Source: an optimization exercise on an open RTL-to-GDS flow (aim: small area, a short achievable clock period and few clock cycles per item). Production flows keep margins and buffers that such runs may drop. Only simulation tests tie the RTL to the original design; equivalence was not proved.

== JK ==
// pow_stream
module pow_stream #(
  parameter int DATA_W = 32,
  parameter int EXP_W  = 3,
  parameter int ID_W   = 1
) (
  input  logic              clk,
  input  logic              aresetn,
  input  logic              s_tvalid,
  output logic              s_tready,
  input  logic [DATA_W-1:0] s_tdata,
  input  logic [EXP_W-1:0]  s_texp,
  input  logic [ID_W-1:0]   s_tid,
  input  logic              s_tlast,
  output logic              m_tvalid,
  input  logic              m_tready,
  output logic [DATA_W-1:0] m_tdata,
  output logic [ID_W-1:0]   m_tid,
  output logic              m_tlast,
  output logic              m_tovf
);
Settings: LEC_CHECK=0, CAP_MARGIN=20, CORE_MARGIN=2, CORE_UTILIZATION=40, CTS_CLUSTER_DIAMETER=100, CTS_CLUSTER_SIZE=20, SETUP_SLACK_MARGIN=5, SLEW_MARGIN=20, SYNTH_HIERARCHICAL=1, SYNTH_MINIMUM_KEEP_SIZE=0; clock period 9.5 ns.
run.sh (not shown) runs the stock make flow with config.mk's settings and CLKGATE_MAP_FILE= SYNTH_SCRIPT=/design/flow/synth_recipe.tcl, a recipe that flattens the netlist after the stock synthesis.
JK | status: complete | timing, DRC, antenna: pass
Testbench counts of JK, summed over its fixed seeds: cycles 8,064, items 8,000.
#### Input delta (MS over JK)
- CAP_MARGIN: 20 -> 5
- SLEW_MARGIN: 20 -> 5
- PLACE_DENSITY: unset -> 0.75
Findings:
Worst setup path category = in -> out: JK; worst setup path category = reg -> reg: MS
When MS is measured against JK, its core occupancy in the finished layout turns out 0.18 points lower.
Reported for MS and JK, starting density of the core turned out identical to the last digit.
NOTE: via count in MS exceeds that of JK
Taking JK as the reference, in MS number of pins exceeding their max-slew limit in the final report now sits at about the same level; post-layout instance area now sits lower.
For AL, these inputs were changed with respect to MS:
- CTS_CLUSTER_SIZE now 16, was 20
- CTS_CLUSTER_DIAMETER now 80, was 100
- PLACE_DENSITY now 0.6, was 0.75
[summary]
Compared with MS, AL instantiates a larger number of standard cells.
AL and MS ended up with nearly the same net count of the finished layout.
Delta (AL minus MS): final clock skew grew by 0.0038 ns; clock-buffer cell count grew by 15.
MS -> AL: routed wire length increased by a few percent
Higher final cycle utilization of the critical path among AL and MS: MS
Diff MS -> AL: count of multi-input combinational gates stayed essentially flat; minimum setup slack in the final design rose by 0.055 ns.
[inputs] TR vs AL
- a change of CTS_CLUSTER_DIAMETER from 80 to 100
- a change of CTS_CLUSTER_SIZE from 16 to 20
- a change of PLACE_DENSITY from 0.6 to 0.7
- a change of CAP_MARGIN from 5 to 20
- a change of CORE_UTILIZATION from 40 to 50
- a change of SLEW_MARGIN from 5 to 20
[summary]
Taking AL as the reference point, the placement-stage cell area of TR falls by 420 µm². Per the comparison of TR with AL, worst setup slack lower, critical path depth down 1, time the final worst path needs with I/O delays and setup rose 0.032 ns. Going from AL to TR, clock-buffer cell count went down, worst hold slack went up.
For PW, these inputs were changed with respect to TR:
- PLACE_DENSITY no longer set, was 0.7
- CORE_UTILIZATION now 40, was 50
- CTS_CLUSTER_DIAMETER now 80, was 100
- CTS_CLUSTER_SIZE now 28, was 20
--- outcome ---
- In the metrics for PW and TR, the one carrying the higher TritonCTS buffer count is PW.
- [PW] final cycle utilization of the critical path fell 0.16 points relative to TR
- When the final numbers for PW and TR were put side by side, the routing usage on met2 turned out to be smaller in PW.
- TR has lower post-route non-filler standard cell count than PW.
- Re transition time at the pin with the least slew margin: PW and TR aren't equal, and the lower value belongs to PW.
- Diff TR -> PW: fmax went up by about 0.34%.

========
Starting RTL as in the previous note.
==> flow/design.v (excerpt) <==
module pow_stream #(
  parameter int DATA_W = 32,
  parameter int EXP_W  = 3,
  parameter int ID_W   = 1
) (
  input  logic              clk,
  input  logic              aresetn,
  input  logic              s_tvalid,
  output logic              s_tready,
  input  logic [DATA_W-1:0] s_tdata,
  input  logic [EXP_W-1:0]  s_texp,
  input  logic [ID_W-1:0]   s_tid,
  input  logic              s_tlast,
  output logic              m_tvalid,
  input  logic              m_tready,
  output logic [DATA_W-1:0] m_tdata,
  output logic [ID_W-1:0]   m_tid,
  output logic              m_tlast,
  output logic              m_tovf
);
  logic r_rdy;   
  logic            r0_v, r1_v, r2_v, r3_v, r4_v, r5_v;
  logic [31:0]     r0_x, r1_x;
  logic [2:0]      r0_e, r1_e;
  logic [ID_W-1:0] r0_id, r1_id, r2_id, r3_id, r4_id, r5_id;
  logic            r0_last, r1_last, r2_last, r3_last, r4_last, r5_last;
  logic            r1_ovf, r2_ovf, r3_ovf, r4_ovf, r5_ovf;
  logic [31:0]     r2_q;
  logic [2:1]      r2_e, r3_e;
  logic [31:0]     r4_lo;
  ...
make LEC_CHECK=0 CAP_MARGIN=20 CORE_MARGIN=2 CORE_UTILIZATION=40 CTS_CLUSTER_DIAMETER=100 CTS_CLUSTER_SIZE=20 GPL_ROUTABILITY_DRIVEN=0 SETUP_SLACK_MARGIN=5 SLEW_MARGIN=20 SYNTH_HIERARCHICAL=1 SYNTH_MINIMUM_KEEP_SIZE=0 finish   # period 9.5 ns
Testbench counts at the start, summed over its fixed seeds: cycles 8,064, items 8,000.
Change:
--- a/flow/config.mk
+++ b/flow/config.mk
@@ -8 +8 @@
-export CAP_MARGIN = 20
+export CAP_MARGIN = 5
@@ -13 +12,0 @@
-export GPL_ROUTABILITY_DRIVEN = 0
@@ -15 +14 @@
-export SLEW_MARGIN = 20
+export SLEW_MARGIN = 5
The changed run went through all stages and came out clean.
Worst setup slack gets worse by 0.010 ns.
Non-clock buffer count went up by 9.
Synthesized area does not change.
Register-to-register slack stays flat.
Final cell count stays flat.
Change:
--- a/flow/config.mk
+++ b/flow/config.mk
@@ -8 +8 @@
-export CAP_MARGIN = 5
+export CAP_MARGIN = 20
@@ -13,2 +13,2 @@
-export SETUP_SLACK_MARGIN = 5
-export SLEW_MARGIN = 5
+export SETUP_SLACK_MARGIN = 0
+export SLEW_MARGIN = 20
What happened:
- The new run went through all stages and came out clean
- flip-flop and latch count stays the same
- die area is unchanged
- critical path depth does not change
- final cell count falls by 0.48%
- count of clock-buffer cells in the layout falls by 4
- global-route usage is about the same
- utilization is lower by 0.35 points
Change:
--- a/flow/config.mk
+++ b/flow/config.mk
@@ -13 +13 @@
-export SETUP_SLACK_MARGIN = 0
+export SETUP_SLACK_MARGIN = 5
@@ -16,0 +17 @@
+export TNS_END_PERCENT = 5
Register-to-register slack gets better by 0.51 ns.
Final cell count rose by 0.40%.
Utilization rose by 0.33 points.
Critical path depth does not change.
Maximum frequency rose by 19%.
Clock-buffer cell count rose by 4.
Global-route usage rose by 0.22 points.
Worst setup slack gets better by 0.87 ns.
Worst hold slack gets better by 0.0033 ns.

## what the ideal ports hide
How much do the figures lean on ideal ports? The routed layouts below were timed once more, with nothing changed but the port constraints. Step 1 assumes that a clkbuf_16 drives the clock port and a buf_2 every other input. Step 2 times the ports against the registers' clock, not the clock port: input delays grow and output delays shrink by t, the midpoint of the rising clock arrivals with the driver on. a / b / c = no drivers / after step 1 / after step 2; a / b = the first two.
run	shift t [ns]	setup slack, ns	cell pins on the clock port's net
JK	0.681	5.070 / 5.048 / 4.598	1
MS	0.648	5.020 / 5.020 / 4.968	1
AL	0.710	5.076 / 5.076 / 4.779	1
TR	0.664	5.044 / 5.044 / 4.630	1
PW	0.685	5.059 / 5.056 / 4.588	1
the first run of note 2	0.681	5.070 / 5.048 / 4.598	1
the second run of note 2	0.684	5.060 / 5.038 / 4.662	1
the third run of note 2	0.671	4.041 / 4.013 / 3.782	1
the fourth run of note 2	0.686	4.909 / 4.888 / 4.538	1
After both steps setup and hold are still met in every run listed.
